Source: an optimization exercise on an open RTL-to-GDS flow (aim: small area). Production flows keep margins and buffers that such runs may drop.
Only simulation tests tie the RTL to the original design; equivalence was not proved.
Power is estimated from default activity; no workload was simulated. The clock port is modelled as an ideal driver; clocking choices that lean on that would not hold on a real chip.

==> flow/design.v <==
package regfile_pkg;
  localparam int DATA_W   = 32;
  localparam int ADDR_W   = 5;
  localparam int NUM_REGS = 32;
  localparam logic [4:0] ZERO_REG = 5'd31;
  typedef logic [ADDR_W-1:0] reg_addr_t;
  typedef logic [DATA_W-1:0] word_t;
endpackage
module reg_row
#(
  parameter int W = regfile_pkg::DATA_W
) (
  input  logic         clk,
  input  logic         en,
  input  logic [W-1:0] d,
  output logic [W-1:0] q
);
  logic         en_n;
  logic [W-1:0] nxt;
  assign en_n = ~en;
  for (genvar b = 0; b < W; b++) begin : g_bit
    rf_ao22 u_ld (
      .a1 (en),
      .a2 (d[b]),
      .b1 (en_n),
      .b2 (q[b]),
      .y  (nxt[b])
    );
  end
  always_ff @(posedge clk) begin
    q <= nxt;
  end
endmodule
module rf_ao22 (
  input  logic a1,
  input  logic a2,
  input  logic b1,
  input  logic b2,
  output logic y
);
  assign y = (a1 & a2) | (b1 & b2);
endmodule
module rf_aoi222 (
  input  logic a1,
  input  logic a2,
  input  logic b1,
  input  logic b2,
  input  logic c1,
  input  logic c2,
  output logic y
);
  assign y = ~((a1 & a2) | (b1 & b2) | (c1 & c2));
endmodule
module rf_nand2 (
  input  logic a,
  input  logic b,
  output logic y
);
  assign y = ~(a & b);
endmodule
module rf_nand3 (
  input  logic a,
  input  logic b,
  input  logic c,
  output logic y
);
  assign y = ~(a & b & c);
endmodule
module rf_nand4 (
  input  logic a,
  input  logic b,
  input  logic c,
  input  logic d,
  output logic y
);
  assign y = ~(a & b & c & d);
endmodule
module rf_or3 (
  input  logic a,
  input  logic b,
  input  logic c,
  output logic y
);
  assign y = a | b | c;
endmodule
module rd_bit (
  input  logic [30:0] sel,
  input  logic [30:0] d,
  output logic        y
);
  logic [10:0] t_n;
  logic [2:0]  g;
  for (genvar k = 0; k < 10; k++) begin : g_aoi
    rf_aoi222 u_aoi (
      .a1 (sel[3*k]),   .a2 (d[3*k]),
      .b1 (sel[3*k+1]), .b2 (d[3*k+1]),
      .c1 (sel[3*k+2]), .c2 (d[3*k+2]),
      .y  (t_n[k])
    );
  end
  rf_nand2 u_last (.a (sel[30]), .b (d[30]), .y (t_n[10]));
  rf_nand4 u_g0 (.a (t_n[0]), .b (t_n[1]), .c (t_n[2]),  .d (t_n[3]), .y (g[0]));
  rf_nand4 u_g1 (.a (t_n[4]), .b (t_n[5]), .c (t_n[6]),  .d (t_n[7]), .y (g[1]));
  rf_nand3 u_g2 (.a (t_n[8]), .b (t_n[9]), .c (t_n[10]),              .y (g[2]));
  rf_or3 u_or (.a (g[0]), .b (g[1]), .c (g[2]), .y (y));
endmodule
module reg_file
#(
  parameter int DATA_W   = regfile_pkg::DATA_W,
  parameter int ADDR_W   = regfile_pkg::ADDR_W,
  parameter int NUM_REGS = regfile_pkg::NUM_REGS
) (
  input  logic              clk,
  input  logic              rst,
  input  logic [ADDR_W-1:0] rd_addr1,
  input  logic [ADDR_W-1:0] rd_addr2,
  output logic [DATA_W-1:0] rd_data1,
  output logic [DATA_W-1:0] rd_data2,
  input  logic              wr_en,
  input  logic [ADDR_W-1:0] wr_addr,
  input  logic [DATA_W-1:0] wr_data
);
  localparam int NR = NUM_REGS - 1;   
  logic [DATA_W-1:0] rows [NR];
  logic [NR-1:0]     vld;
  logic [NR-1:0]     sel1;
  logic [NR-1:0]     sel2;
  for (genvar i = 0; i < NR; i++) begin : g_row
    logic ld;
    assign ld = wr_en && (wr_addr == ADDR_W'(i));
    reg_row #(
      .W (DATA_W)
    ) u_row (
      .clk (clk),
      .en  (ld),
      .d   (wr_data),
      .q   (rows[i])
    );
    always_ff @(posedge clk or posedge rst) begin
      if (rst) begin
        vld[i] <= 1'b0;
      end else if (ld) begin
        vld[i] <= 1'b1;
      end
    end
    assign sel1[i] = vld[i] && (rd_addr1 == ADDR_W'(i));
    assign sel2[i] = vld[i] && (rd_addr2 == ADDR_W'(i));
  end
  for (genvar b = 0; b < DATA_W; b++) begin : g_col
    logic [NR-1:0] col;
    for (genvar i = 0; i < NR; i++) begin : g_c
      assign col[i] = rows[i][b];
    end
    rd_bit u_rd1 (.sel (sel1), .d (col), .y (rd_data1[b]));
    rd_bit u_rd2 (.sel (sel2), .d (col), .y (rd_data2[b]));
  end
endmodule
==> flow/config.mk <==
export PLATFORM = sky130hd
export DESIGN_NAME = reg_file
export DESIGN_NICKNAME = reg_file
export VERILOG_FILES = /design/flow/design.v
export SDC_FILE = /design/flow/constraint.sdc
export NUM_CORES = 4
export LEC_CHECK = 0
export CAP_MARGIN = 20
export CORE_MARGIN = 2
export CORE_UTILIZATION = 30
export SLEW_MARGIN = 20
export SYNTH_HIERARCHICAL = 1
export SYNTH_MINIMUM_KEEP_SIZE = 0
==> flow/constraint.sdc <==
create_clock -name core_clock -period 7.5 [get_ports {clk}]
set_input_delay 1.5000 -clock core_clock [delete_from_list [all_inputs] [get_ports {clk}]]
set_output_delay 1.5000 -clock core_clock [all_outputs]
set_load 0.01 [all_outputs]
run.sh (not shown) runs the stock make flow with config.mk's settings and CLKGATE_MAP_FILE= SYNTH_SCRIPT=/design/flow/synth_recipe.tcl, a recipe that flattens the netlist after the stock synthesis.
The baseline completed with no timing, DRC or antenna violations.
Next try:
==> flow/flow/run.sh (new file) <==
#!/bin/bash
# The standard layout, with two changes:
# - the port buffers are made from the smallest buffer (sky130_fd_sc_hd__buf_1)
#   instead of the flow's default pick;
# - clock tree synthesis clusters up to 30 flops per leaf buffer and inserts
#   no dummy loads.
set -euo pipefail
export BUFFER_PORTS_ARGS="-buffer_cell sky130_fd_sc_hd__buf_1"
export CTS_ARGS="-sink_clustering_enable -repair_clock_nets -sink_clustering_size 30 -sink_clustering_max_diameter 100 -dont_use_dummy_load"
bash standard.sh > flow_standard.log 2>&1
==> flow/standard.sh (new file) <==
#!/bin/bash
# synth_recipe.tcl (not shown) runs the flow's synth.tcl, then flattens the netlist and writes it again
# the make line also repeats each setting of config.mk as NAME=value (left out here)
make -C /OpenROAD-flow-scripts/flow DESIGN_CONFIG=/design/flow/config.mk WORK_HOME=/design/flow/orfs CLKGATE_MAP_FILE= SYNTH_SCRIPT=/design/flow/synth_recipe.tcl "${@:-finish}"
Settings changed: CORE_UTILIZATION 30 to 60, CTS_CLUSTER_DIAMETER from default to 100, CTS_CLUSTER_SIZE from default to 20, PLACE_DENSITY from default to 0.72.
removed: flow/run.sh
What happened: Clock skew does not change. Power came out lower by 20%. Core utilization is higher by 30 points. Clock-buffer cell count fell by 115. Die area went down by about 50%.
Next try:
==> flow/flow/run.sh (replaced) <==
#!/bin/bash
# The standard layout, with the port buffers made from the smallest buffer
# (sky130_fd_sc_hd__buf_1) instead of the flow's default pick.
set -euo pipefail
export BUFFER_PORTS_ARGS="-buffer_cell sky130_fd_sc_hd__buf_1"
bash standard.sh > flow_standard.log 2>&1
Outcome: Register-to-register slack stays flat; sequential share of layout area is lower by 0.55 points; wire length barely changes; power climbs by 4.5%; die area is unchanged; core utilization increases by 0.76 points.
Next try:
==> flow/flow/run.sh (replaced) <==
#!/bin/bash
# The standard layout, with two changes:
# - the port buffers are made from the smallest buffer (sky130_fd_sc_hd__buf_1)
#   instead of the flow's default pick;
# - clock tree synthesis clusters up to 25 flops per leaf buffer and inserts
#   no dummy loads.
set -euo pipefail
export BUFFER_PORTS_ARGS="-buffer_cell sky130_fd_sc_hd__buf_1"
export CTS_ARGS="-sink_clustering_enable -repair_clock_nets -sink_clustering_size 25 -sink_clustering_max_diameter 100 -dont_use_dummy_load"
bash standard.sh > flow_standard.log 2>&1
What happened:
- The changed run ran to the end with no violations
- power came out lower by 3.1%
- die area does not change
- worst setup slack improves by 0.048 ns
- utilization goes down by 0.53 points
- synthesized cell count does not change
- clock-buffer cell count went down by 15
- design area went down by 0.79%
- register-to-register slack hardly moves
- non-clock buffer count does not change
- maximum frequency came out higher by 0.77%
- via count stays flat
Next try:
==> flow/run.sh (new file) <==
#!/bin/bash
# synth_recipe.tcl (not shown) runs the flow's synth.tcl, then flattens the netlist and writes it again
# the make line also repeats each setting of config.mk as NAME=value (left out here)
make -C /OpenROAD-flow-scripts/flow DESIGN_CONFIG=/design/flow/config.mk WORK_HOME=/design/flow/orfs CLKGATE_MAP_FILE= SYNTH_SCRIPT=/design/flow/synth_recipe.tcl finish
removed: flow/flow/run.sh
removed: flow/standard.sh
Design area climbs by 2.8%.
Non-clock buffer count rises by 10.
Wire length rises by 0.73%.
Worst setup slack loses 0.53 ns.
Cell count goes up by 0.69%.

-- what the ideal ports hide --
How much do the figures lean on ideal ports? The routed layouts below were timed once more, with nothing changed but the port constraints. Step 1 (the two cells are an assumption about what drives the block):
set clk [get_ports {clk}]
set_driving_cell -lib_cell sky130_fd_sc_hd__clkbuf_16 $clk
set_driving_cell -lib_cell sky130_fd_sc_hd__buf_2 [delete_from_list [all_inputs] $clk]
Step 2 times the ports against the registers' clock, not the clock port: input delays grow and output delays shrink by t, the midpoint of the rising clock arrivals with the driver on. Three values: ideal, step 1, step 2; two values: the first two.
| run | t (ns) | setup slack, ns | latest minus earliest clock arrival (ns) | worst register clock-pin slew, ns |
|---|---|---|---|---|
| the first run | 0.746 | 0.718 / 0.691 / 0.691 | 0.046 / 0.046 | 0.07 / 0.07 |
| the second run | 0.686 | 1.351 / 1.230 / 1.230 | 0.067 / 0.068 | 0.12 / 0.12 |
| the third run | 0.726 | 1.226 / 1.102 / 1.102 | 0.017 / 0.017 | 0.09 / 0.09 |
| the fourth run | 0.706 | 1.274 / 1.153 / 1.153 | 0.035 / 0.035 | 0.11 / 0.11 |
| the fifth run | 0.738 | 0.741 / 0.602 / 0.602 | 0.031 / 0.031 | 0.09 / 0.09 |
After both steps setup and hold are still met in every run listed. The setup slack of the fifth run, which loses most, moves by -0.139 ns with the drivers and by -0.139 ns with both steps.
